Background: an optimization exercise with open tools, aiming at small area and a short achievable clock period. Do not read the settings as production practice.
In this exercise RTL edits were held to simulation tests only and were not proved equivalent to the original.
Power figures rest on the tool's default switching activity, not on a simulated workload.

== delta ==
==> flow/design.v (excerpt) <==
module inst_trace_buf #(
  parameter int DEPTH = 64,
  parameter int PCW   = 30,
  parameter int WRAP  = 0
) (
  input  logic                     clk,
  input  logic                     rst_n,
  input  logic                     ic_stall,
  input  logic                     ic_stall_dly,
  input  logic                     stall,
  input  logic                     stall_ld,
  input  logic                     jmp_cond,
  input  logic                     post_jump_cmd_c,
  input  logic [PCW-1:0]           pc_id,
  input  logic [31:0]              inst_id,
  input  logic                     trace_en,
  input  logic                     trig_en,
  input  logic [PCW-1:0]           trig_pc,
  input  logic                     clear,
  input  logic                     rd_ready,
  output logic                     rd_valid,
  output logic [PCW+1:0]           rd_pc,
  output logic [31:0]              rd_inst,
  output logic [$clog2(DEPTH):0]   count,
  output logic                     full,
  output logic                     overflow,
  output logic                     triggered
);
For scale: about 7,900 cells after synthesis, about 180 I/O pins.
==> module inst_trace_buf, before the edit <==
module inst_trace_buf #(
  parameter int DEPTH = 64,
  parameter int PCW   = 30,
  parameter int WRAP  = 0
) (
  input  logic                     clk,
  input  logic                     rst_n,
  input  logic                     ic_stall,
  input  logic                     ic_stall_dly,
  input  logic                     stall,
  input  logic                     stall_ld,
  input  logic                     jmp_cond,
  input  logic                     post_jump_cmd_c,
  input  logic [PCW-1:0]           pc_id,
  input  logic [31:0]              inst_id,
  input  logic                     trace_en,
  input  logic                     trig_en,
  input  logic [PCW-1:0]           trig_pc,
  input  logic                     clear,
  input  logic                     rd_ready,
  output logic                     rd_valid,
  output logic [PCW+1:0]           rd_pc,
  output logic [31:0]              rd_inst,
  output logic [$clog2(DEPTH):0]   count,
  output logic                     full,
  output logic                     overflow,
  output logic                     triggered
);
  localparam int AW = $clog2(DEPTH);
  localparam int CW = AW + 1;
  localparam int MD = DEPTH;               
  localparam int DW = PCW + 32;
  typedef enum logic [1:0] {IDLE, ARMED, CAPTURE, DONE} state_t;
  state_t          state;
  localparam int LO = 8;
  localparam int HI = (MD + LO - 1) / LO;
  localparam int DH = DW / 2;              
  logic [1:0][HI-1:0] wr_hi;
  logic [1:0][LO-1:0] wr_lo;
  logic [1:0][MD-1:0] rd_sel;            
  logic            valid_q;                
  logic            one_q;                  
  logic [DW-1:0]   hd_q;                   
  logic [DW-1:0]   mem [MD];
  logic retire, pop;
  logic hd_ld_in, hd_ld_mem, hd_hold, mem_adv;
  logic [DW-1:0] din;
  logic [DW-1:0] mem_rd;
  assign din      = {pc_id, inst_id};
  assign retire   = ~(ic_stall | ic_stall_dly | stall | stall_ld | jmp_cond | post_jump_cmd_c);
  assign rd_valid = valid_q;
  assign full     = count[AW];
  assign pop      = valid_q & rd_ready;
  assign hd_ld_in  = ~valid_q | (one_q & rd_ready);
  assign hd_ld_mem = valid_q & ~one_q & rd_ready;
  assign hd_hold   = valid_q & ~rd_ready;
  logic [1:0]         wr_last;
  logic [1:0][HI-1:0] wr_hi_nx;
  logic [1:0][LO-1:0] wr_lo_nx;
  for (genvar c = 0; c < 2; c++) begin : g_wnx
    assign wr_last[c]  = wr_hi[c][HI-1] & wr_lo[c][(MD-1)%LO];
    assign wr_lo_nx[c] = wr_last[c] ? LO'(1) : {wr_lo[c][LO-2:0], wr_lo[c][LO-1]};
    assign wr_hi_nx[c] = (wr_last[c] | wr_lo[c][LO-1]) ? {wr_hi[c][HI-2:0], wr_hi[c][HI-1]}
                                                        : wr_hi[c];
  end
  typedef struct packed {
    state_t        state;
    logic [CW-1:0] count;
    logic          valid;
    logic          one;
    logic          overflow;
    logic          triggered;
    logic          adv;
  } ctl_t;
  function automatic ctl_t step(input logic h, input state_t st, input logic [CW-1:0] cnt,
                                input logic vld, input logic on, input logic ovf,
                                input logic trg, input logic pp, input logic te,
                                input logic ten);
    ctl_t n;
    logic f, w, d;
    f = cnt[AW];
    w = h & (~f | pp);
    d = h & f & ~pp;
    n.state     = st;
    n.count     = cnt;
    n.valid     = vld;
    n.one       = on;
    n.overflow  = ovf | d;
    n.triggered = trg;
    n.adv       = w & vld & ~(on & pp);
    if (w && !pp) begin
      n.count = cnt + CW'(1);
      n.valid = 1'b1;
      n.one   = ~vld;
    end else if (pp && !w) begin
      n.count = cnt - CW'(1);
      n.valid = ~on;
      n.one   = (cnt == CW'(2));
    end
    if (!te) begin
      n.state = IDLE;
    end else begin
      case (st)
        IDLE:    n.state = ten ? ARMED : CAPTURE;
        ARMED: begin
          if (h) begin
            n.triggered = 1'b1;
            n.state     = d ? DONE : CAPTURE;
          end
        end
        CAPTURE: if (d) n.state = DONE;
        DONE:    n.state = DONE;
        default: n.state = IDLE;
      endcase
    end
    step = n;
  endfunction
  logic pc_eq, base;
  ctl_t nx_eq, nx_ne, nx;
  assign pc_eq = (pc_id == trig_pc);
  assign base  = retire & trace_en;
  assign nx_eq = step(base & ((state == CAPTURE) | (state == ARMED)), state, count, valid_q,
                      one_q, overflow, triggered, pop, trace_en, trig_en);
  assign nx_ne = step(base & (state == CAPTURE), state, count, valid_q,
                      one_q, overflow, triggered, pop, trace_en, trig_en);
  assign nx    = pc_eq ? nx_eq : nx_ne;
  assign mem_adv = nx.adv;
  always_ff @(posedge clk or negedge rst_n) begin
    if (!rst_n) begin
      state     <= IDLE;
      wr_hi     <= {2{HI'(1)}};
      wr_lo     <= {2{LO'(1)}};
      rd_sel    <= {2{MD'(1)}};
      count     <= '0;
      valid_q   <= 1'b0;
      one_q     <= 1'b0;
      overflow  <= 1'b0;
      triggered <= 1'b0;
    end else if (clear) begin
      state     <= IDLE;
      wr_hi     <= {2{HI'(1)}};
      wr_lo     <= {2{LO'(1)}};
      rd_sel    <= {2{MD'(1)}};
      count     <= '0;
      valid_q   <= 1'b0;
      one_q     <= 1'b0;
      overflow  <= 1'b0;
      triggered <= 1'b0;
    end else begin
      if (mem_adv) begin
        wr_hi <= wr_hi_nx;
        wr_lo <= wr_lo_nx;
      end
      if (hd_ld_mem) begin
        rd_sel[0] <= {rd_sel[0][MD-2:0], rd_sel[0][MD-1]};
        rd_sel[1] <= {rd_sel[1][MD-2:0], rd_sel[1][MD-1]};
      end
      state     <= nx.state;
      count     <= nx.count;
      valid_q   <= nx.valid;
      one_q     <= nx.one;
      overflow  <= nx.overflow;
      triggered <= nx.triggered;
    end
  end
  always_comb begin
    mem_rd = '0;
    for (int i = 0; i < MD; i++)
      mem_rd = mem_rd | (mem[i] & {{(DW-DH){rd_sel[1][i]}}, {DH{rd_sel[0][i]}}});
  end
  always_ff @(posedge clk) begin
    hd_q <= ({DW{hd_ld_in}} & din) | ({DW{hd_ld_mem}} & mem_rd) | ({DW{hd_hold}} & hd_q);
  end
  always_ff @(posedge clk) begin
    for (int i = 0; i < MD; i++)
    begin
      if (wr_hi[0][i/LO] && wr_lo[0][i%LO]) mem[i][DH-1:0]  <= din[DH-1:0];
      if (wr_hi[1][i/LO] && wr_lo[1][i%LO]) mem[i][DW-1:DH] <= din[DW-1:DH];
    end
  end
  assign rd_pc   = {hd_q[DW-1:32], 2'b00};
  assign rd_inst = hd_q[31:0];
endmodule
clock: 5.5 ns
lec_check: 0
cap_margin: 20
core_margin: 2
core_utilization: 45
cts_cluster_diameter: 100
cts_cluster_size: 25
setup_slack_margin: 2.95
slew_margin: 20
tns_end_percent: 100
standard.sh (not shown) runs the stock make flow with config.mk's settings and CLKGATE_MAP_FILE= SYNTH_SCRIPT=/design/flow/synth_recipe.tcl, a recipe that flattens the netlist after the stock synthesis.
==> flow/flow/run.sh <==
#!/bin/bash
set -euo pipefail
bash standard.sh 'BUFFER_PORTS_ARGS=-buffer_cell sky130_fd_sc_hd__buf_4' finish > flow_make.log 2>&1
Here is what was changed in the inputs of gamma compared with delta.
==> flow/design.v <==
module inst_trace_buf #(
  parameter int DEPTH = 64,
  parameter int PCW   = 30,
  parameter int WRAP  = 0
) (
  input  logic                     clk,
  input  logic                     rst_n,
  input  logic                     ic_stall,
  input  logic                     ic_stall_dly,
  input  logic                     stall,
  input  logic                     stall_ld,
  input  logic                     jmp_cond,
  input  logic                     post_jump_cmd_c,
  input  logic [PCW-1:0]           pc_id,
  input  logic [31:0]              inst_id,
  input  logic                     trace_en,
  input  logic                     trig_en,
  input  logic [PCW-1:0]           trig_pc,
  input  logic                     clear,
  input  logic                     rd_ready,
  output logic                     rd_valid,
  output logic [PCW+1:0]           rd_pc,
  output logic [31:0]              rd_inst,
  output logic [$clog2(DEPTH):0]   count,
  output logic                     full,
  output logic                     overflow,
  output logic                     triggered
);
  localparam int AW = $clog2(DEPTH);
  localparam int CW = AW + 1;
  localparam int MD = DEPTH;               
  localparam int DW = PCW + 32;
  typedef enum logic [1:0] {IDLE, ARMED, CAPTURE, DONE} state_t;
  state_t          state;
  localparam int LO = 8;
  localparam int HI = (MD + LO - 1) / LO;
  logic [HI-1:0]   wr_hi;
  logic [LO-1:0]   wr_lo;
  logic [MD-1:0]   rd_sel;                 
  logic            valid_q;                
  logic            one_q;                  
  logic [DW-1:0]   hd_q;                   
  logic [DW-1:0]   mem [MD];
  logic retire, pop;
  logic hd_ld_in, hd_ld_mem, hd_hold, mem_adv;
  logic [DW-1:0] din;
  logic [DW-1:0] mem_rd;
  assign din      = {pc_id, inst_id};
  assign retire   = ~(ic_stall | ic_stall_dly | stall | stall_ld | jmp_cond | post_jump_cmd_c);
  assign rd_valid = valid_q;
  assign full     = count[AW];
  assign pop      = valid_q & rd_ready;
  assign hd_ld_in  = ~valid_q | (one_q & rd_ready);
  assign hd_ld_mem = valid_q & ~one_q & rd_ready;
  assign hd_hold   = valid_q & ~rd_ready;
  logic          wr_last;
  logic [HI-1:0] wr_hi_nx;
  logic [LO-1:0] wr_lo_nx;
  assign wr_last  = wr_hi[HI-1] & wr_lo[(MD-1)%LO];
  assign wr_lo_nx = wr_last ? LO'(1) : {wr_lo[LO-2:0], wr_lo[LO-1]};
  assign wr_hi_nx = (wr_last | wr_lo[LO-1]) ? {wr_hi[HI-2:0], wr_hi[HI-1]} : wr_hi;
  typedef struct packed {
    state_t        state;
    logic [CW-1:0] count;
    logic          valid;
    logic          one;
    logic          overflow;
    logic          triggered;
    logic          adv;
  } ctl_t;
  function automatic ctl_t step(input logic h, input state_t st, input logic [CW-1:0] cnt,
                                input logic vld, input logic on, input logic ovf,
                                input logic trg, input logic pp, input logic te,
                                input logic ten);
    ctl_t n;
    logic f, w, d;
    f = cnt[AW];
    w = h & (~f | pp);
    d = h & f & ~pp;
    n.state     = st;
    n.count     = cnt;
    n.valid     = vld;
    n.one       = on;
    n.overflow  = ovf | d;
    n.triggered = trg;
    n.adv       = w & vld & ~(on & pp);
    if (w && !pp) begin
      n.count = cnt + CW'(1);
      n.valid = 1'b1;
      n.one   = ~vld;
    end else if (pp && !w) begin
      n.count = cnt - CW'(1);
      n.valid = ~on;
      n.one   = (cnt == CW'(2));
    end
    if (!te) begin
      n.state = IDLE;
    end else begin
      case (st)
        IDLE:    n.state = ten ? ARMED : CAPTURE;
        ARMED: begin
          if (h) begin
            n.triggered = 1'b1;
            n.state     = d ? DONE : CAPTURE;
          end
        end
        CAPTURE: if (d) n.state = DONE;
        DONE:    n.state = DONE;
        default: n.state = IDLE;
      endcase
    end
    step = n;
  endfunction
  logic pc_eq, base;
  ctl_t nx_eq, nx_ne, nx;
  assign pc_eq = (pc_id == trig_pc);
  assign base  = retire & trace_en;
  assign nx_eq = step(base & ((state == CAPTURE) | (state == ARMED)), state, count, valid_q,
                      one_q, overflow, triggered, pop, trace_en, trig_en);
  assign nx_ne = step(base & (state == CAPTURE), state, count, valid_q,
                      one_q, overflow, triggered, pop, trace_en, trig_en);
  assign nx    = pc_eq ? nx_eq : nx_ne;
  assign mem_adv = nx.adv;
  always_ff @(posedge clk or negedge rst_n) begin
    if (!rst_n) begin
      state     <= IDLE;
      wr_hi     <= HI'(1);
      wr_lo     <= LO'(1);
      rd_sel    <= MD'(1);
      count     <= '0;
      valid_q   <= 1'b0;
      one_q     <= 1'b0;
      overflow  <= 1'b0;
      triggered <= 1'b0;
    end else if (clear) begin
      state     <= IDLE;
      wr_hi     <= HI'(1);
      wr_lo     <= LO'(1);
      rd_sel    <= MD'(1);
      count     <= '0;
      valid_q   <= 1'b0;
      one_q     <= 1'b0;
      overflow  <= 1'b0;
      triggered <= 1'b0;
    end else begin
      if (mem_adv) begin
        wr_hi <= wr_hi_nx;
        wr_lo <= wr_lo_nx;
      end
      if (hd_ld_mem) rd_sel <= {rd_sel[MD-2:0], rd_sel[MD-1]};
      state     <= nx.state;
      count     <= nx.count;
      valid_q   <= nx.valid;
      one_q     <= nx.one;
      overflow  <= nx.overflow;
      triggered <= nx.triggered;
    end
  end
  always_comb begin
    mem_rd = '0;
    for (int i = 0; i < MD; i++)
      mem_rd = mem_rd | (mem[i] & {DW{rd_sel[i]}});
  end
  always_ff @(posedge clk) begin
    hd_q <= ({DW{hd_ld_in}} & din) | ({DW{hd_ld_mem}} & mem_rd) | ({DW{hd_hold}} & hd_q);
  end
  always_ff @(posedge clk) begin
    for (int i = 0; i < MD; i++)
      if (wr_hi[i/LO] && wr_lo[i%LO]) mem[i] <= din;
  end
  assign rd_pc   = {hd_q[DW-1:32], 2'b00};
  assign rd_inst = hd_q[31:0];
endmodule
Findings:
- Completing all stages was not enough for gamma: its layout failed the final checks because of negative hold slack.
- Per the comparison of gamma with delta, number of design-rule violations left by the first detailed-router iteration increased by 3,503 relative to the old numbers, area enclosed by the die boundary saw a decrease, cell count along the critical path lower, post-route standard cell area excluding fillers decreased by 0.78% relative to the old numbers.
- Compared to delta, gamma has overall routing resource usage 3.3 points higher.
- NOTE: setup slack of the critical path after layout in gamma falls short of that of delta
- Compared with delta, gamma shows a lower fraction of area in registers.
- As far as part of the total power dissipated in combinational logic is concerned, delta and gamma perform about the same.
- Height of the die: gamma < delta
- gamma vs delta, hold slack went down by 0.23 ns.
- Diff delta -> gamma | net switching share of the total power | increase of 0.17 points

## port drivers added, routing unchanged
The results above use ideal ports. As a check the final layouts listed here were re-extracted and re-timed, cells and wires unchanged. Step 1, drivers: a clkbuf_16 drives clk and a buf_2 each remaining input, both assumed. Step 2 adds t to the input delays and takes it off the output delays; t is the mean of the earliest and latest rising clock arrival at the registers after step 1. Input paths then give back, and output paths get back, about the clock's delay inside the block. Three values: no drivers, after step 1, after step 2; two values: the first two.
run | t, ns | setup slack, ns | hold WS [ns] | worst register clock-pin slew, ns | pins driven straight from the clock port
delta | 1.021 | 2.546 / 2.394 / 1.373 | 0.206 / 0.300 / 0.481 | 0.11 / 0.11 | 1
gamma | 1.090 | 2.506 / 2.506 / 1.790 | -0.029 / -0.080 / 0.495 | 0.11 / 0.11 | 1
For delta, which loses most, drivers alone change the setup slack by -0.152 ns; drivers and shift together by -1.173 ns.
